Source: an optimization exercise on an open RTL-to-GDS flow (aim: small area, a short achievable clock period and few clock cycles per item). Production flows keep margins and buffers that such runs may drop.
The RTL was checked by simulation tests, not by an equivalence proof against the original design.

// ordered_sequence_hash_64_top
module ordered_sequence_hash_64_top (
  input  logic                             clk,
  input  logic                             rst_n,
  input  logic                             in_valid,
  output logic                             in_stall,
  input  logic                             in_cmd,
  input  logic [osh64_pkg::LEN_W-1:0]      in_seq_length,
  input  logic [osh64_pkg::HASH_W-1:0]     in_element_bits,
  output logic                             out_valid,
  input  logic                             out_stall,
  output logic [osh64_pkg::HASH_W-1:0]     out_hash
);
  localparam int unsigned HW = osh64_pkg::HASH_W;
  localparam int unsigned LW = osh64_pkg::HALF_W;
  localparam int unsigned PW = 124;   
  logic          s0_v, s1_v, hv, ob_v;
  logic          s0_cmd, s1_cmd;
  logic [HW-1:0] s0_src, s0_msrc;
  logic [PW-1:0] s1_p;
  logic [HW-1:0] out_hash_r, ob_hash;
  logic hash_free, s1_adv, s0_adv, s0_ready, in_take;
  assign hash_free = !(hv && ob_v && out_stall);
  assign s1_adv    = s1_v && hash_free;
  assign s0_adv    = s0_v && (!s1_v || s1_adv);
  assign s0_ready  = !s0_v || s0_adv;
  assign in_stall  = s0_v && s1_v && hv && ob_v;
  assign in_take   = in_valid && !in_stall;
  logic [HW-1:0] in_src;
  assign in_src = (in_cmd == osh64_pkg::CMD_START) ?
                  {{(HW-osh64_pkg::LEN_W){1'b0}}, in_seq_length} : in_element_bits;
  always_ff @(posedge clk) begin
    if (!rst_n) begin
      s0_v <= 1'b0;
    end else if (s0_ready) begin
      s0_v <= in_take;
    end
  end
  logic [HW-1:0] nxt_src, nxt_msrc;
  assign nxt_src = in_src;
  assign nxt_msrc[1:0] = nxt_src[1:0];
  osh64_add62 u_madd (.a(nxt_src[HW-1:2]), .b(nxt_src[HW-1-2:0]), .s(nxt_msrc[HW-1:2]));
  always_ff @(posedge clk) begin
    if (in_take) begin
      s0_cmd  <= in_cmd;
      s0_src  <= nxt_src;
      s0_msrc <= nxt_msrc;
    end
  end
  logic [HW-1:0] src, nsrc, msrc, nmsrc;
  assign src   = s0_src;
  assign nsrc  = ~s0_src;
  assign msrc  = s0_msrc;
  assign nmsrc = ~s0_msrc;
  logic hs1, hc2, hs3, hc4, fs5, fc6, fs7, fc8, fs9, fc10, fs11, fc12, fs13, fc14, fs15, fc16;
  ...
For scale: roughly 2700 cells after synthesis, about 380 flip-flops, roughly 170 I/O pins, roughly 0.033 mm^2 of cells after synthesis.
Settings: LEC_CHECK=0, CAP_MARGIN=20, CORE_MARGIN=2, CORE_UTILIZATION=40, CTS_CLUSTER_DIAMETER=80, CTS_CLUSTER_SIZE=30, SLEW_MARGIN=20, SYNTH_HIERARCHICAL=1; clock period 9.5 ns.
standard.sh (not shown) runs the stock make flow with config.mk's settings and CLKGATE_MAP_FILE= SYNTH_SCRIPT=/design/flow/synth_recipe.tcl, a recipe that flattens the netlist after the stock synthesis.
==> flow/flow/run.sh <==
#!/bin/bash
# Own flow: the standard layout (standard synthesis and every ORFS step unchanged) with two
# settings outside config.mk's list:
#  - port buffers are sky130_fd_sc_hd__buf_2 instead of the default choice (every input and
#    output port still gets its own buffer);
set -euo pipefail
MARGIN=$(cat flow/margin.txt)
bash standard.sh "BUFFER_PORTS_ARGS=-buffer_cell sky130_fd_sc_hd__buf_2" \
  SETUP_SLACK_MARGIN="$MARGIN" finish > standard.log 2>&1
==> flow/flow/margin.txt <==
5.5
The starting point finished with timing, DRC and antenna clean.
Testbench counts at the start, summed over its fixed seeds: cycles 12,024, items 12,000.
Then changed:
==> flow/flow/margin.txt (replaced) <==
5.8
Settings changed: CTS_CLUSTER_DIAMETER 80 to default, CTS_CLUSTER_SIZE 30 to default.
Outcome: The changed run completed with no timing, DRC or antenna violations; clock skew came out higher by 3.9 ps; sequential share of layout area came out lower by 3.3 points; routed wire length came out higher by 12%; count of clock-buffer cells in the layout came out higher by 21; flip-flop and latch count does not change; fmax came out lower by about 1%; register-to-register slack is better by 80 ps; worst setup slack is worse by 42 ps; via count came out higher by 7.8%.
Then changed:
==> flow/flow/margin.txt (replaced) <==
5.4
Settings changed: ABC_AREA from default to 1, CORE_UTILIZATION 40 to 60.
After rerunning: Flip-flop and latch count stays the same; cell area falls by roughly a tenth; setup slack got worse by 79 ps; worst hold slack got worse by 77 ps; register-to-register slack loses 170 ps; clock skew falls by 25 ps; count of clock-buffer cells in the layout climbs by 11; final cell count climbs by a few percent; wire length fell by a few percent.
Then changed:
Settings changed: ABC_AREA 1 to default, CTS_CLUSTER_DIAMETER from default to 60, CTS_CLUSTER_SIZE from default to 20.
Core utilization came out lower by 0.13 points.
Register-to-register slack degrades by 20 ps.
Clock skew came out higher by 9.9 ps.

* * *

ordered_sequence_hash_64_top again, from the RTL that the note above started with.
Design ordered_sequence_hash_64_top, start of the top module:
module ordered_sequence_hash_64_top (
  input  logic                             clk,
  input  logic                             rst_n,
  input  logic                             in_valid,
  output logic                             in_stall,
  input  logic                             in_cmd,
  input  logic [osh64_pkg::LEN_W-1:0]      in_seq_length,
  input  logic [osh64_pkg::HASH_W-1:0]     in_element_bits,
  output logic                             out_valid,
  input  logic                             out_stall,
  output logic [osh64_pkg::HASH_W-1:0]     out_hash
);
Settings: LEC_CHECK=0, CAP_MARGIN=20, CORE_MARGIN=2, CORE_UTILIZATION=60, SLEW_MARGIN=20, SYNTH_HIERARCHICAL=1, TNS_END_PERCENT=20; clock period 9.5 ns.
==> flow/flow/margin.txt <==
5.5
Scripts as last shown in full above: flow/flow/run.sh
Testbench counts at the start, summed over its fixed seeds: cycles 12,024, items 12,000.
Then changed:
==> flow/flow/margin.txt (replaced) <==
5.4
Settings changed: TNS_END_PERCENT 20 to default.
Result: Utilization goes down by 1.2 points; cell area goes down by 1.7%; maximum frequency goes up by about 0.47%; area after synthesis does not change.
Then changed:
==> flow/flow/margin.txt (replaced) <==
5.5
What happened: Global-route usage came out higher by 0.92 points. Via count came out higher by 1.5%. Final cell count came out higher by 0.61%.

[what the ideal ports hide]
How much do the figures lean on ideal ports? The routed layouts below were timed once more, with nothing changed but the port constraints. Step 1 sets driving cells, clkbuf_16 on the clock port and buf_2 on the other inputs (assumed; they add their load-dependent delay and slew). Step 2 also shifts input and output timing later by t, the mid clock arrival at the registers, as if the neighbouring blocks saw the same clock. a / b / c = ideal / step 1 / step 2; a / b = the first two.
| run | t (ns) | setup WS [ns] | slew at the worst register clock pin (ns) | worst data-port slew with drivers (ns) | pins driven straight from the clock port |
|---|---|---|---|---|---|
| the first run of note 1 | 0.659 | 5.539 / 5.539 / 4.920 | 0.11 / 0.11 | 0.07 | 1 |
| the second run of note 1 | 0.665 | 5.498 / 5.380 / 4.715 | 0.07 / 0.07 | 0.21 | 1 |
| the third run of note 1 | 0.657 | 5.419 / 5.448 / 4.792 | 0.07 / 0.07 | 0.07 | 1 |
| the fourth run of note 1 | 0.626 | 5.427 / 5.316 / 4.690 | 0.09 / 0.09 | 0.18 | 1 |
| the first run of note 2 | 0.644 | 5.427 / 5.311 / 4.667 | 0.07 / 0.07 | 0.21 | 1 |
| the second run of note 2 | 0.637 | 5.446 / 5.446 / 4.812 | 0.07 / 0.07 | 0.07 | 1 |
| the third run of note 2 | 0.635 | 5.504 / 5.504 / 4.917 | 0.07 / 0.07 | 0.07 | 1 |
After both steps every run listed still meets setup and hold. For the second run of note 1, which loses most, drivers alone change the setup slack by -0.118 ns; drivers and shift together by -0.783 ns.
